Context: an optimization exercise on an open-source flow, tuned for small area and a short achievable clock period. The choices shown serve that exercise and are no tape-out recipe. RTL that was checked went through simulation tests only; none was proved equivalent to the original. Power and IR drop assume default switching activity.

Setup of run a:
==> flow/design.v <==
package nlb_pkg;
  typedef enum logic [2:0]
  {
    LPBK1 = 3'd0,
    READ  = 3'd1,
    WRITE = 3'd2,
    TRPUT = 3'd3
  } nlb_mode_e;
  typedef struct packed
  {
    logic [64-4:0] rsvd;
    logic force_cmp;
    logic start;
    logic test_rst_n;
  } nlb_ctl_t;
  typedef struct packed
  {
    logic [64-6:0] rsvd_hi;
    nlb_mode_e mode;
    logic [1:0] rsvd_lo;
  } nlb_cfg_t;
  typedef union packed
  {
    logic [64-1:0] raw;
    nlb_ctl_t ctl;
    nlb_cfg_t cfg;
  } nlb_csr_word_u;
endpackage
`timescale 1ns/1ps
module nlb_lpbk
(
  input  logic                    Clk_400,
  input  logic                    rst_n,
  input  logic                    mmio_wr_valid,
  input  logic                    mmio_rd_valid,
  input  logic [16-1:0] mmio_addr,
  input  logic [16-1:0]   mmio_tid,
  input  logic [64-1:0] mmio_wdata,
  output logic                    mmio_rsp_valid,
  output logic [16-1:0]   mmio_rsp_tid,
  output logic [64-1:0] mmio_rsp_data,
  output logic                    rd_req_valid,
  output logic [42-1:0]  rd_req_addr,
  output logic [16-1:0]   rd_req_tid,
  input  logic                    rd_almfull,
  input  logic                    rd_rsp_valid,
  input  logic [16-1:0]   rd_rsp_tid,
  input  logic [512-1:0]  rd_rsp_data,
  output logic                    wr_req_valid,
  output logic [42-1:0]  wr_req_addr,
  output logic [16-1:0]   wr_req_tid,
  output logic [512-1:0]  wr_req_data,
  input  logic                    wr_almfull,
  input  logic                    wr_rsp_valid,
  input  logic [16-1:0]   wr_rsp_tid
);
  logic [64-1:0] scratch;
  logic [64-1:0] src_reg;
  logic [64-1:0] dst_reg;
  logic [32-1:0]   num_lines;
  logic [64-1:0] ctl;
  logic [64-1:0] ctl_nx;
  logic [64-1:0] cfg;
  logic [64-1:0] rd_data;
  logic run;
  logic run_nx;
  logic cfg_wr_en;
  assign run    = ctl[0] & ctl[1];
  assign ctl_nx = !rst_n ? '0
                : (mmio_wr_valid && mmio_addr == 16'h0138) ? mmio_wdata : ctl;
  assign run_nx = ctl_nx[0] & ctl_nx[1];
  assign cfg_wr_en = mmio_wr_valid & ~run;
  always_ff @(posedge Clk_400)
  begin
    ctl <= ctl_nx;
    if (!rst_n)
    begin
      src_reg   <= '0;
      dst_reg   <= '0;
      num_lines <= '0;
      cfg       <= '0;
    end
    else if (cfg_wr_en)
    begin
      case (mmio_addr)
        16'h0120:  src_reg   <= mmio_wdata;
        16'h0128:  dst_reg   <= mmio_wdata;
        16'h0130: num_lines <= mmio_wdata[32-1:0];
        16'h0140:       cfg       <= mmio_wdata;
        default:            ;
      endcase
    end
  end
  always_ff @(posedge Clk_400)
  begin
    if (cfg_wr_en && mmio_addr == 16'h0100)
      scratch <= mmio_wdata;
  end
  logic m_copy;    
  logic m_pat;     
  logic m_rd;      
  logic m_wr;      
  logic need_r;    
  logic [2:0] mode_nx;
  assign mode_nx = !rst_n ? 3'd0
                 : (cfg_wr_en && mmio_addr == 16'h0140) ? mmio_wdata[4:2] : cfg[4:2];
  always_ff @(posedge Clk_400)
  begin
    m_copy <= (mode_nx == 3'd0);
    m_pat  <= (mode_nx[2:1] == 2'b01);
    m_rd   <= (mode_nx != 3'd2);
    m_wr   <= (mode_nx == 3'd0) | (mode_nx[2:1] == 2'b01);
    need_r <= (mode_nx != 3'd0) & (mode_nx != 3'd2);
  end
  logic run_q;       
  logic going;       
  logic going_nx;
  logic done_q;
  logic done_nx;
  logic test_done;
  logic td_nx;
  logic all_done;
  logic [63:0] num_clocks;
  logic [32-1:0] num_reads;
  logic [32-1:0] num_writes;
  assign all_done = (~m_wr | (num_writes == num_lines))
                  & (~need_r | (num_reads == num_lines));
  assign done_nx  = rst_n & run & (done_q | all_done);
  assign going_nx = run_nx & run;
  assign td_nx    = done_nx | (going_nx & ctl_nx[2]);
  always_ff @(posedge Clk_400)
  begin
    run_q     <= rst_n & run;
    going     <= going_nx;
    done_q    <= done_nx;
    test_done <= td_nx;
    if (!rst_n || !run)
      num_clocks <= '0;
    else if (!test_done)
      num_clocks <= num_clocks + 64'd1;
  end
  logic [32-1:0]  line_idx;
  logic [32-1:0]  line_inc;
  logic [42-1:0] rd_addr_q;
  logic [42-1:0] rd_addr_inc;
  logic [2:0]             pend;
  logic [2:0]             pend_nx;
  logic                   rd_more;
  logic                   rd_more_nx;
  logic                   lines_nz;
  logic                   rd_can;
  assign rd_req_valid = rd_can & ~rd_almfull & ~(m_copy & wr_almfull);
  assign rd_req_addr  = rd_addr_q;
  assign rd_req_tid   = line_idx[16-1:0];
  assign lines_nz    = (num_lines != '0);
  assign line_inc    = line_idx + 1'b1;
  assign rd_addr_inc = rd_addr_q + 1'b1;
  always_comb
  begin
    if (!run_q)
    begin
      rd_more_nx = lines_nz;
      pend_nx    = 3'd0;
    end
    else
    begin
      rd_more_nx = rd_req_valid ? (line_inc != num_lines) : rd_more;
      if (rd_req_valid && !rd_rsp_valid)
        pend_nx = pend + 3'd1;
      else if (!rd_req_valid && rd_rsp_valid)
        pend_nx = pend - 3'd1;
      else
        pend_nx = pend;
    end
  end
  always_ff @(posedge Clk_400)
  begin
    rd_more <= rd_more_nx;
    pend    <= pend_nx;
    rd_can  <= going_nx & m_rd & ~td_nx & rd_more_nx & (pend_nx != 3'd7);
    if (!run_q)
    begin
      line_idx  <= '0;
      rd_addr_q <= src_reg[42-1:0];
    end
    else if (rd_req_valid)
    begin
      line_idx  <= line_inc;
      rd_addr_q <= rd_addr_inc;
    end
  end
  always_ff @(posedge Clk_400)
  begin
    if (!rst_n || !(going && m_rd))
      num_reads <= '0;
    else if (rd_rsp_valid && !test_done)
      num_reads <= num_reads + 1'b1;
  end
  logic [16-1:0]  wr_tid_q;
  logic [42-1:0] wr_addr_q;
  logic [42-1:0] wr_addr_inc;
  logic [512-1:0] wr_data_q;
  logic                   wr_more;
  logic                   wr_more_nx;
  logic                   copy_issue;
  logic                   pat_can;
  logic                   pat_issue;
  logic [32-1:0]  pat_idx;
  logic [32-1:0]  pat_inc;
  logic [32-1:0]  pat_nx;
  assign pat_idx   = wr_data_q[32-1:0];
  assign pat_issue = pat_can & ~wr_almfull;
  assign wr_req_valid = copy_issue | pat_issue;
  assign wr_req_addr  = wr_addr_q;
  assign wr_req_tid   = wr_tid_q;
  assign wr_req_data  = wr_data_q;
  assign pat_inc     = pat_idx + 1'b1;
  assign wr_addr_inc = wr_addr_q + 1'b1;
  assign pat_nx      = !run_q ? '0 : pat_issue ? pat_inc : pat_idx;
  assign wr_more_nx  = !run_q ? lines_nz : pat_issue ? (pat_inc != num_lines) : wr_more;
  always_ff @(posedge Clk_400)
  begin
    copy_issue <= rd_rsp_valid & run & run_nx & m_copy & ~td_nx;
    pat_can    <= going_nx & m_pat & ~td_nx & wr_more_nx;
    wr_more    <= wr_more_nx;
    if (m_copy)
    begin
      wr_tid_q  <= rd_rsp_tid;
      wr_data_q <= rd_rsp_data;
      wr_addr_q <= dst_reg[42-1:0] + 42'(rd_rsp_tid);
    end
    else
    begin
      wr_tid_q  <= pat_nx[16-1:0];
      wr_data_q <= {(512/32){pat_nx}};
      if (!run_q)
        wr_addr_q <= dst_reg[42-1:0];
      else if (pat_issue)
        wr_addr_q <= wr_addr_inc;
    end
  end
  always_ff @(posedge Clk_400)
  begin
    if (!rst_n || !(going && m_wr))
      num_writes <= '0;
    else if (wr_rsp_valid && !test_done)
      num_writes <= num_writes + 1'b1;
  end
  always_comb
  begin
    case (mmio_addr)
      16'h0000:       rd_data = 64'h1000_0100_0000_0001;
      16'h0100:   rd_data = scratch;
      16'h0120:  rd_data = src_reg;
      16'h0128:  rd_data = dst_reg;
      16'h0130: rd_data = {{(64-32){1'b0}}, num_lines};
      16'h0138:       rd_data = ctl;
      16'h0140:       rd_data = cfg;
      16'h0160:    rd_data = {{(64-1){1'b0}}, test_done};
      16'h0168:    rd_data = {num_writes, num_reads};
      16'h0170:    rd_data = num_clocks;
      default:            rd_data = '0;
    endcase
  end
  always_ff @(posedge Clk_400)
  begin
    mmio_rsp_valid <= rst_n & mmio_rd_valid;
    mmio_rsp_tid   <= mmio_tid;
    mmio_rsp_data  <= rd_data;
  end
endmodule
export LEC_CHECK = 0
export CAP_MARGIN = 20
export CORE_AREA = 10 10 490 490
export DIE_AREA = 0 0 500 500
export PLACE_DENSITY = 0.75
export SETUP_SLACK_MARGIN = 3.3
export SLEW_MARGIN = 20
create_clock -name core_clock -period 6.0 [get_ports {Clk_400}]
standard.sh (not shown) runs the stock make flow with config.mk's settings and CLKGATE_MAP_FILE= SYNTH_SCRIPT=/design/flow/synth_recipe.tcl, a recipe that flattens the netlist after the stock synthesis.
==> flow/flow/run.sh <==
#!/bin/bash
# Standard ORFS layout, with plain buf_1 cells as the port buffers and a
# clock tree of larger sink clusters without dummy loads.
set -euo pipefail
export BUFFER_PORTS_ARGS="-buffer_cell sky130_fd_sc_hd__buf_1"
export CTS_ARGS="-sink_clustering_enable -repair_clock_nets -dont_use_dummy_load -sink_clustering_size 20 -sink_clustering_max_diameter 120 -buf_list {sky130_fd_sc_hd__clkbuf_16}"
bash standard.sh finish > run_standard.log 2>&1
The following lists how run b was set up differently from run a:
diff --git a/flow/design.v b/flow/design.v
--- a/flow/design.v
+++ b/flow/design.v
@@ -197,10 +197,12 @@
       num_reads <= num_reads + 1'b1;
   end
   logic [16-1:0]  wr_tid_q;
   logic [42-1:0] wr_addr_q;
   logic [42-1:0] wr_addr_inc;
+  logic [16:0]    wr_lo_sum;
+  logic [42-16-1:0] dst_hi_inc;
   logic [512-1:0] wr_data_q;
   logic                   wr_more;
   logic                   wr_more_nx;
   logic                   copy_issue;
   logic                   pat_can;
@@ -214,10 +216,12 @@
   assign wr_req_addr  = wr_addr_q;
   assign wr_req_tid   = wr_tid_q;
   assign wr_req_data  = wr_data_q;
   assign pat_inc     = pat_idx + 1'b1;
   assign wr_addr_inc = wr_addr_q + 1'b1;
+  assign wr_lo_sum   = {1'b0, dst_reg[16-1:0]} + {1'b0, rd_rsp_tid};
+  assign dst_hi_inc  = dst_reg[42-1:16] + 1'b1;
   assign pat_nx      = !run_q ? '0 : pat_issue ? pat_inc : pat_idx;
   assign wr_more_nx  = !run_q ? lines_nz : pat_issue ? (pat_inc != num_lines) : wr_more;
   always_ff @(posedge Clk_400)
   begin
     copy_issue <= rd_rsp_valid & run & run_nx & m_copy & ~td_nx;
@@ -225,11 +229,12 @@
     wr_more    <= wr_more_nx;
     if (m_copy)
     begin
       wr_tid_q  <= rd_rsp_tid;
       wr_data_q <= rd_rsp_data;
-      wr_addr_q <= dst_reg[42-1:0] + 42'(rd_rsp_tid);
+      wr_addr_q <= {wr_lo_sum[16] ? dst_hi_inc : dst_reg[42-1:16],
+                    wr_lo_sum[16-1:0]};
     end
     else
     begin
       wr_tid_q  <= pat_nx[16-1:0];
       wr_data_q <= {(512/32){pat_nx}};
## What came out
Run a -> run b: cell count after synthesis decreased slightly
Number of enable-type register cells in the synthesized netlist: run a vs run b, no meaningful difference
Run b against run a: clock-buffer cell count has increased; area after synthesis went up 260 um2.
Run b vs run a: layout-stage area growth over the synthesis result up
No functional check of the RTL was part of run b.

* * *

run A:
nlb_lpbk, a different RTL version from the one above (not shown whole).
Size in the first run: ~1400 I/O pins.
## nlb_lpbk
module nlb_lpbk
(
  input  logic                    Clk_400,
  input  logic                    rst_n,
  input  logic                    mmio_wr_valid,
  input  logic                    mmio_rd_valid,
  input  logic [16-1:0] mmio_addr,
  input  logic [16-1:0]   mmio_tid,
  input  logic [64-1:0] mmio_wdata,
  output logic                    mmio_rsp_valid,
  output logic [16-1:0]   mmio_rsp_tid,
  output logic [64-1:0] mmio_rsp_data,
  output logic                    rd_req_valid,
  output logic [42-1:0]  rd_req_addr,
  output logic [16-1:0]   rd_req_tid,
  input  logic                    rd_almfull,
  input  logic                    rd_rsp_valid,
  input  logic [16-1:0]   rd_rsp_tid,
  input  logic [512-1:0]  rd_rsp_data,
  output logic                    wr_req_valid,
  output logic [42-1:0]  wr_req_addr,
  output logic [16-1:0]   wr_req_tid,
  output logic [512-1:0]  wr_req_data,
  input  logic                    wr_almfull,
  input  logic                    wr_rsp_valid,
  input  logic [16-1:0]   wr_rsp_tid
);
  logic [64-1:0] scratch;
  logic [64-1:0] src_reg;
  logic [64-1:0] dst_reg;
  logic [32-1:0]   num_lines;
  logic [64-1:0] ctl;
  logic [64-1:0] ctl_nx;
  logic [64-1:0] cfg;
  logic [64-1:0] rd_data;
  logic run;
  logic run_nx;
  logic cfg_wr_en;
  assign run    = ctl[0] & ctl[1];
  assign ctl_nx = !rst_n ? '0
                : (mmio_wr_valid && mmio_addr == 16'h0138) ? mmio_wdata : ctl;
  assign run_nx = ctl_nx[0] & ctl_nx[1];
  ...
clock: 6.0 ns
lec_check: 0
cap_margin: 20
core_area: 10 10 490 490
die_area: 0 0 500 500
setup_slack_margin: 3.3
slew_margin: 20
Scripts as last shown in full above: flow/flow/run.sh
The layout from run A, despite a flow that completed every stage, fails the layout checks, with the failing checks listed as antenna rules.
Modified inputs, run B compared to run A
--- a/flow/design.v
+++ b/flow/design.v
@@ -200,16 +200,14 @@
       num_reads <= '0;
     else if (rd_rsp_valid && !test_done)
       num_reads <= num_reads + 1'b1;
   end
   logic [16-1:0]  wr_tid_q;
   logic [42-1:0] wr_addr_q;
   logic [42-1:0] wr_addr_inc;
-  logic [16:0]    wr_lo_sum;
-  logic [42-16-1:0] dst_hi_inc;
   logic [512-1:0] wr_data_q;
   logic                   wr_more;
   logic                   wr_more_nx;
   logic                   copy_issue;
   logic                   pat_can;
   logic                   pat_can_nx;
   logic                   copy_nx;
@@ -222,16 +220,14 @@
   assign pat_issue = wr_can & ~m_copy & ~wr_almfull;
   assign wr_req_valid = copy_issue | (pat_can & ~wr_almfull);
   assign wr_req_addr  = wr_addr_q;
   assign wr_req_tid   = wr_tid_q;
   assign wr_req_data  = wr_data_q;
   assign pat_inc     = pat_idx + 1'b1;
   assign wr_addr_inc = wr_addr_q + 1'b1;
-  assign wr_lo_sum   = {1'b0, dst_reg[16-1:0]} + {1'b0, rd_rsp_tid};
-  assign dst_hi_inc  = dst_reg[42-1:16] + 1'b1;
   assign pat_nx      = !run_q ? '0 : pat_issue ? pat_inc : pat_idx;
   assign wr_more_nx  = !run_q ? lines_nz : pat_issue ? (pat_inc != num_lines) : wr_more;
   assign pat_can_nx  = going_nx & m_pat & ~td_nx & wr_more_nx;
   assign copy_nx     = rd_rsp_valid & run & run_nx & m_copy & ~td_nx;
   always_ff @(posedge Clk_400)
   begin
     copy_issue <= copy_nx;
@@ -245,16 +241,15 @@
     end
     else
     begin
       wr_tid_q  <= pat_nx[16-1:0];
       wr_data_q <= {(512/32){pat_nx}};
     end
     if (m_copy)
-      wr_addr_q <= {wr_lo_sum[16] ? dst_hi_inc : dst_reg[42-1:16],
-                    wr_lo_sum[16-1:0]};
+      wr_addr_q <= dst_reg[42-1:0] + 42'(rd_rsp_tid);
     else if (!run_q)
       wr_addr_q <= dst_reg[42-1:0];
     else if (pat_issue)
       wr_addr_q <= wr_addr_inc;
   end
   always_ff @(posedge Clk_400)
   begin
==> results.txt <==
Run B: all stages complete, timing, DRC and antenna checks passed
In run A the implementation ran to completion but is not tape-out ready, as the final checks report antenna rules.
Higher routability congestion estimate from global placement goes to run A over run B.
Run A has lower worst hold slack after final layout than run B.
Number of nets in the synthesized netlist down 2.5% in run B wrt run A
Looking at first-iteration DRC count, run B sits below run A.
| all-layer global routing usage | higher: run A |
Run A → run B: normalized max-slew margin shows an increase of 7.3 points, net switching fraction of the power has decreased, arrival time at the worst endpoint lost 0.10 ns, synthesized cell count saw a decrease.
Compared with run A, run B ends up with a smaller final cell area.
Cell area after synthesis delta (run B − run A): favourable
Function was not checked in any run of this note: the RTL went through the layout flow alone.

* * *

== v6 ==
nlb_lpbk, a different RTL version from the one above (not shown whole).
Size in the first run: about 5400 cells after synthesis, about 1200 flip-flops, ~49000 um2 of cells after synthesis.
Settings: LEC_CHECK=0, CAP_MARGIN=20, CORE_AREA=10 10 490 490, DIE_AREA=0 0 500 500, PLACE_DENSITY=0.75, SETUP_SLACK_MARGIN=3.3, SLEW_MARGIN=20; clock period 6.0 ns.
Scripts as last shown in full above: flow/flow/run.sh
Relative to v6, the following input files were edited for v7:
diff --git a/flow/design.v b/flow/design.v
--- a/flow/design.v
+++ b/flow/design.v
@@ -142,63 +142,55 @@
   logic [32-1:0]  line_idx;
   logic [32-1:0]  line_inc;
   logic [42-1:0] rd_addr_q;
   logic [42-1:0] rd_addr_inc;
   logic [2:0]             pend;
   logic [2:0]             pend_nx;
   logic                   rd_more;
   logic                   rd_more_nx;
   logic                   lines_nz;
   logic                   rd_can;
-  logic                   rd_req;
-  logic                   rd_can_nc;   
-  logic                   rd_can_c;    
-  assign rd_req_valid = ~rd_almfull & (rd_can_nc | (rd_can_c & ~wr_almfull));
-  assign rd_req       = rd_can & ~rd_almfull & ~(m_copy & wr_almfull);
+  assign rd_req_valid = rd_can & ~rd_almfull & ~(m_copy & wr_almfull);
   assign rd_req_addr  = rd_addr_q;
   assign rd_req_tid   = line_idx[16-1:0];
   assign lines_nz    = (num_lines != '0);
   assign line_inc    = line_idx + 1'b1;
   assign rd_addr_inc = rd_addr_q + 1'b1;
   always_comb
   begin
     if (!run_q)
     begin
       rd_more_nx = lines_nz;
       pend_nx    = 3'd0;
     end
     else
     begin
-      rd_more_nx = rd_req ? (line_inc != num_lines) : rd_more;
-      if (rd_req && !rd_rsp_valid)
+      rd_more_nx = rd_req_valid ? (line_inc != num_lines) : rd_more;
+      if (rd_req_valid && !rd_rsp_valid)
         pend_nx = pend + 3'd1;
-      else if (!rd_req && rd_rsp_valid)
+      else if (!rd_req_valid && rd_rsp_valid)
         pend_nx = pend - 3'd1;
       else
         pend_nx = pend;
     end
   end
-  logic rd_can_nx;
-  assign rd_can_nx = going_nx & m_rd & ~td_nx & rd_more_nx & (pend_nx != 3'd7);
   always_ff @(posedge Clk_400)
   begin
     rd_more <= rd_more_nx;
     pend    <= pend_nx;
-    rd_can    <= rd_can_nx;
-    rd_can_nc <= rd_can_nx & ~m_copy;
-    rd_can_c  <= rd_can_nx & m_copy;
+    rd_can  <= going_nx & m_rd & ~td_nx & rd_more_nx & (pend_nx != 3'd7);
     if (!run_q)
     begin
       line_idx  <= '0;
       rd_addr_q <= src_reg[42-1:0];
     end
-    else if (rd_req)
+    else if (rd_req_valid)
     begin
       line_idx  <= line_inc;
       rd_addr_q <= rd_addr_inc;
     end
   end
   always_ff @(posedge Clk_400)
   begin
     if (!rst_n || !(going && m_rd))
       num_reads <= '0;
     else if (rd_rsp_valid && !test_done)
@@ -210,25 +202,22 @@
   logic [512-1:0] wr_data_q;
   logic                   wr_more;
   logic                   wr_more_nx;
   logic                   copy_issue;
   logic                   pat_can;
   logic                   pat_issue;
   logic [32-1:0]  pat_idx;
   logic [32-1:0]  pat_inc;
   logic [32-1:0]  pat_nx;
   assign pat_idx   = wr_data_q[32-1:0];
-  logic                   wr_can;      
-  logic                   copy_nx;
-  logic                   pat_can_nx;
-  assign pat_issue = wr_can & ~m_copy & ~wr_almfull;
-  assign wr_req_valid = copy_issue | (pat_can & ~wr_almfull);
+  assign pat_issue = pat_can & ~wr_almfull;
+  assign wr_req_valid = copy_issue | pat_issue;
   assign wr_req_addr  = wr_addr_q;
   assign wr_req_tid   = wr_tid_q;
   assign wr_req_data  = wr_data_q;
   assign pat_inc     = pat_idx + 1'b1;
   assign wr_addr_inc = wr_addr_q + 1'b1;
   logic [4:0][16-1:0] ks_g;
   logic [4:0][16-1:0] ks_p;
   logic [16-1:0] wr_lo_sum;
   logic [42-16-1:0] dst_hi_inc;
   assign ks_g[0] = dst_reg[16-1:0] & rd_rsp_tid;
@@ -246,27 +235,24 @@
       begin : g_pass
         assign ks_g[l+1][i] = ks_g[l][i];
         assign ks_p[l+1][i] = ks_p[l][i];
       end
     end
   end
   assign wr_lo_sum  = ks_p[0] ^ {ks_g[4][16-2:0], 1'b0};
   assign dst_hi_inc = dst_reg[42-1:16] + 1'b1;
   assign pat_nx      = !run_q ? '0 : pat_issue ? pat_inc : pat_idx;
   assign wr_more_nx  = !run_q ? lines_nz : pat_issue ? (pat_inc != num_lines) : wr_more;
-  assign pat_can_nx  = going_nx & m_pat & ~td_nx & wr_more_nx;
-  assign copy_nx     = rd_rsp_valid & run & run_nx & m_copy & ~td_nx;
   always_ff @(posedge Clk_400)
   begin
-    copy_issue <= copy_nx;
-    pat_can    <= pat_can_nx;
-    wr_can     <= copy_nx | pat_can_nx;
+    copy_issue <= rd_rsp_valid & run & run_nx & m_copy & ~td_nx;
+    pat_can    <= going_nx & m_pat & ~td_nx & wr_more_nx;
     wr_more    <= wr_more_nx;
     if (m_copy)
     begin
       wr_tid_q  <= rd_rsp_tid;
       wr_data_q <= rd_rsp_data;
       wr_addr_q <= {ks_g[4][16-1] ? dst_hi_inc : dst_reg[42-1:16],
                     wr_lo_sum};
     end
     else
     begin
==> comparison <==
| worst hold slack | v6 vs v7 | ≈ equal |
Clock buffer instance count of the final layout down about 4% in v7 wrt v6
The run with more setup slack is v7; v6 has less.
Compared with v6, global-route wire length before repair in v7 increased by a few percent.
Against v6 as the reference, v7 delivers a higher register-to-register slack.
Looking at share of the cycle needed by the critical path after routing, v7 sits below v6.
Compared v7 vs v6, and fraction of power consumed by the clock network is down in v7.
Summary of v7 over v6: global-route usage increased by 1.6 points relative to the old numbers; net count after synthesis essentially unchanged; sum of internal, switching and leakage power saw a decrease; design area shrank by 0.78%.
Compare v7 and v6 | arrival time at the worst endpoint higher: v6
v6 vs v7, critical-path cell with the highest stage delay: sky130_fd_sc_hd__fa_2 vs sky130_fd_sc_hd__ha_1
Cmp v7 vs v6: wire length higher in v7
In the tables for v7 and v6, power density normalized to cell area reads lower with v6.
No run of this note included a check of the RTL's function; only the layout flow was run.

-- static timing again, ports no longer ideal --
Ports are ideal in the flow. The routed layouts listed here were re-timed in OpenROAD.
Step 1 (the two cells are an assumption about what drives the block):
set clk [get_ports {Clk_400}]
set_driving_cell -lib_cell sky130_fd_sc_hd__clkbuf_16 $clk
set_driving_cell -lib_cell sky130_fd_sc_hd__buf_2 [delete_from_list [all_inputs] $clk]
Step 2, shift: input delay + t, output delay - t, t = (earliest + latest rising clock arrival at the registers) / 2. This alone moves slack from input paths to output paths.
Slacks: ideal ports / drivers / drivers and shift; pairs: ideal ports / drivers.
run	t (ns)	setup WS [ns]	worst hold slack (ns)
run a of note 1	0.846	3.057 / 2.922 / 2.188	0.461 / 0.421 / 0.461
run b of note 1	0.827	2.843 / 2.825 / 1.998	0.462 / 0.441 / 0.462
run A of note 2	0.820	2.782 / 2.827 / 2.007	0.411 / 0.411 / 0.411
run B of note 2	0.781	2.860 / 2.662 / 1.880	0.455 / 0.455 / 0.455
v6	0.838	2.964 / 2.941 / 2.104	0.455 / 0.420 / 0.455
v7	0.795	3.000 / 2.928 / 2.229	0.457 / 0.457 / 0.457
The setup slack of run B of note 2, which loses most, moves by -0.198 ns with the drivers and by -0.980 ns with both steps.
